This design comes from an exercise in tuning for small area on the open sky130 flow, not from production work.
RTL that was checked went through simulation tests only; none was proved equivalent to the original.
Power and IR drop assume default switching activity.

Setup of the reference run:
## pio_sm_top
module pio_sm_top (
  input  logic                   clk,
  input  logic                   rst_n,
  input  logic                   en,                
  input  logic [15:0]            instr,
  input  logic [32-1:0] input_pins,
  input  logic [32-1:0] din,               
  input  logic                   empty,
  input  logic                   full,
  input  logic                   jmp_pin,
  input  logic [4:0]             pend,
  input  logic [4:0]             wrap_target,
  input  logic [4:0]             pins_out_base,
  input  logic [5:0]             pins_out_count,
  input  logic [4:0]             pins_set_base,
  input  logic [2:0]             pins_set_count,
  input  logic [4:0]             pins_in_base,
  input  logic                   out_shift_dir,     
  input  logic                   in_shift_dir,      
  input  logic [4:0]             osr_threshold,
  output logic [5-1:0] pc,
  output logic                   push,
  output logic                   pull,
  output logic [32-1:0] dout,              
  output logic [32-1:0] output_pins,
  output logic [32-1:0] pin_directions
);
clock: 12.0 ns
lec_check: 0
abc_area: 1
cap_margin: 15
core_margin: 2
core_utilization: 50
cts_buf_list: sky130_fd_sc_hd__clkbuf_4
cts_cluster_size: 20
place_density: 0.6
slew_margin: 15
standard.sh (not shown) runs the stock make flow with config.mk's settings and CLKGATE_MAP_FILE= SYNTH_SCRIPT=/design/flow/synth_recipe.tcl, a recipe that flattens the netlist after the stock synthesis.
==> flow/flow/run.sh <==
#!/bin/bash
# The standard synthesis and layout steps, with the smallest buffer on the ports
# and a clock tree without dummy loads.
set -euo pipefail
W=$(pwd)
export BUFFER_PORTS_ARGS="-buffer_cell sky130_fd_sc_hd__buf_1"
export CTS_ARGS="-sink_clustering_enable -repair_clock_nets -buf_list sky130_fd_sc_hd__clkbuf_4 -sink_clustering_size 20 -dont_use_dummy_load"
make -C "$FLOW_HOME" DESIGN_CONFIG="$W/config.mk" WORK_HOME="$W/orfs" CLKGATE_MAP_FILE= \
  SYNTH_SCRIPT="$W/synth_recipe.tcl" synth > "$W/synth.log" 2>&1
bash "$W/standard.sh" > "$W/layout.log" 2>&1
Input changes introduced in the trial run (baseline for comparison: the reference run):
--- a/flow/flow/run.sh
+++ b/flow/flow/run.sh
@@ -2 +2,3 @@
-# The standard synthesis and layout steps, with the smallest buffer on the ports
+# Layout with an area-only technology mapping: the standard synthesis script,
+# with ABC's mapping script replaced by flow/area.abc, then the standard
+# layout steps from floorplan to finish, with the smallest buffer on the ports
@@ -5,0 +8,13 @@
+cat > "$W/area_synth.tcl" <<EOT
+proc abc {args} {
+  set out {}
+  set skip 0
+  foreach a \$args {
+    if {\$skip} { lappend out {$W/flow/area.abc}; set skip 0; continue }
+    if {\$a eq "-script"} { set skip 1 }
+    lappend out \$a
+  }
+  yosys abc {*}\$out
+}
+source {$W/synth_recipe.tcl}
+EOT
@@ -9 +24 @@
-  SYNTH_SCRIPT="$W/synth_recipe.tcl" synth > "$W/synth.log" 2>&1
+  SYNTH_SCRIPT="$W/area_synth.tcl" synth > "$W/synth.log" 2>&1
==> flow/flow/area.abc (new file) <==
strash
dch
amap
strash
dch
amap
topo
Findings:
- Summary: minimum period implied by the final worst setup slack, the trial run worse than the reference run
- The routed wire length per instance in the trial run was higher than what the reference run gave.
- A uppermost signal routing layer after detailed routing of met5 is what the reference run shows, while met4 belongs to the trial run.
- Summary of the comparison: share of synthesized area spent on multiplexers is lower in the trial run, relative to the reference run.
- instr[15] as the worst setup path startpoint was reported by the trial run, and instr[13] by the reference run.
- Going from the reference run to the trial run, well-tap cell count dropped 116; final instance count without filler cells dropped 11%; total chip power climbed about 4%.
No functional check of the RTL was part of any run of this note.

========
## ember
pio_sm_top, a different RTL version from the one above (not shown whole).
Size in the first run: roughly 2,300 cells after synthesis, about 230 I/O pins, ~16,000 sq um of cells after synthesis.
export LEC_CHECK = 0
export ABC_AREA = 1
export CAP_MARGIN = 15
export CORE_MARGIN = 2
export CORE_UTILIZATION = 50
export CTS_BUF_LIST = sky130_fd_sc_hd__clkbuf_4
export CTS_CLUSTER_SIZE = 20
export GPL_TIMING_DRIVEN = 0
export PLACE_DENSITY = 0.6
export SLEW_MARGIN = 15
create_clock -name core_clock -period 12.0 [get_ports {clk}]
==> flow/flow/run.sh <==
#!/bin/bash
# Layout with an area-only technology mapping: the standard synthesis script,
# with ABC's mapping script replaced by flow/area.abc and the adders left to ABC
# (no full-adder cells, no Kogge-Stone carry map), then the standard layout
# steps from floorplan to finish, with the smallest buffer on the ports and a
# clock tree without dummy loads.
set -euo pipefail
W=$(pwd)
cat > "$W/area_synth.tcl" <<EOT
proc abc {args} {
  set out {}
  set skip 0
  foreach a \$args {
    if {\$skip} { lappend out {$W/flow/area.abc}; set skip 0; continue }
    if {\$a eq "-script"} { set skip 1 }
    lappend out \$a
  }
  yosys abc {*}\$out
}
source {$W/synth_recipe.tcl}
EOT
export BUFFER_PORTS_ARGS="-buffer_cell sky130_fd_sc_hd__buf_1"
export CTS_ARGS="-sink_clustering_enable -repair_clock_nets -buf_list sky130_fd_sc_hd__clkbuf_4 -sink_clustering_size 20 -dont_use_dummy_load"
make -C "$FLOW_HOME" DESIGN_CONFIG="$W/config.mk" WORK_HOME="$W/orfs" CLKGATE_MAP_FILE= \
  SYNTH_SCRIPT="$W/area_synth.tcl" ADDER_MAP_FILE= SYNTH_OPERATIONS_ARGS="-top pio_sm_top" synth > "$W/synth.log" 2>&1
bash "$W/standard.sh" > "$W/layout.log" 2>&1
==> flow/flow/area.abc <==
strash
&get -n
&st
&syn2
&synch2
&put
amap
strash
dch
amap
topo
buffer -c
upsize -c
dnsize -c
### ember -> delta
==> flow/flow/run.sh <==
#!/bin/bash
# Layout with an area-only technology mapping: the standard synthesis script,
# with ABC's mapping script replaced by flow/area.abc, then the standard
# layout steps from floorplan to finish, with the smallest buffer on the ports
# and a clock tree without dummy loads.
set -euo pipefail
W=$(pwd)
cat > "$W/area_synth.tcl" <<EOT
proc abc {args} {
  set out {}
  set skip 0
  foreach a \$args {
    if {\$skip} { lappend out {$W/flow/area.abc}; set skip 0; continue }
    if {\$a eq "-script"} { set skip 1 }
    lappend out \$a
  }
  yosys abc {*}\$out
}
source {$W/synth_recipe.tcl}
EOT
export BUFFER_PORTS_ARGS="-buffer_cell sky130_fd_sc_hd__buf_1"
export CTS_ARGS="-sink_clustering_enable -repair_clock_nets -buf_list sky130_fd_sc_hd__clkbuf_4 -sink_clustering_size 20 -dont_use_dummy_load"
make -C "$FLOW_HOME" DESIGN_CONFIG="$W/config.mk" WORK_HOME="$W/orfs" CLKGATE_MAP_FILE= \
  SYNTH_SCRIPT="$W/area_synth.tcl" synth > "$W/synth.log" 2>&1
bash "$W/standard.sh" > "$W/layout.log" 2>&1
==> run notes <==
- delta finished end to end and its layout was clean on timing, DRC and antenna.
- Going from ember to delta, cell area after synthesis grew by a few percent.
- delta vs ember — met2 usage rose 6.5 points.
- Going from ember to delta, the fraction of power consumed by the clock network was found to have gone down by 1.0 points.
- In delta, the non-clock buffer count came out 4 above the value in ember.

==> port drivers added, routing unchanged <==
The results above use ideal ports. As a check the final layouts listed here were re-extracted and re-timed, cells and wires unchanged. Step 1 assumes that a clkbuf_16 drives the clock port and a buf_2 every other input. Step 2 times the ports against the registers' clock, not the clock port: input delays grow and output delays shrink by t, the midpoint of the rising clock arrivals with the driver on. a / b / c = ideal / step 1 / step 2; a / b = the first two.
run | t, ns | setup WS [ns] | latest minus earliest clock arrival (ns) | worst slew at a driven data input, ns | pins driven straight from the clock port
the reference run | 0.821 | 0.842 / 0.820 / 0.317 | 0.132 / 0.131 | 0.09 | 1
the trial run | 0.834 | 0.247 / 0.250 / -0.584 | 0.095 / 0.095 | 0.06 | 1
ember | 0.832 | 0.457 / 0.415 / 0.415 | 0.067 / 0.068 | 0.05 | 1
delta | 0.858 | 0.253 / 0.231 / 0.231 | 0.107 / 0.107 | 0.07 | 1
With both steps, setup timing fails in the trial run, where it was met with ideal ports. The setup slack of the trial run, which loses most, moves by +0.003 ns with the drivers and by -0.831 ns with both steps.
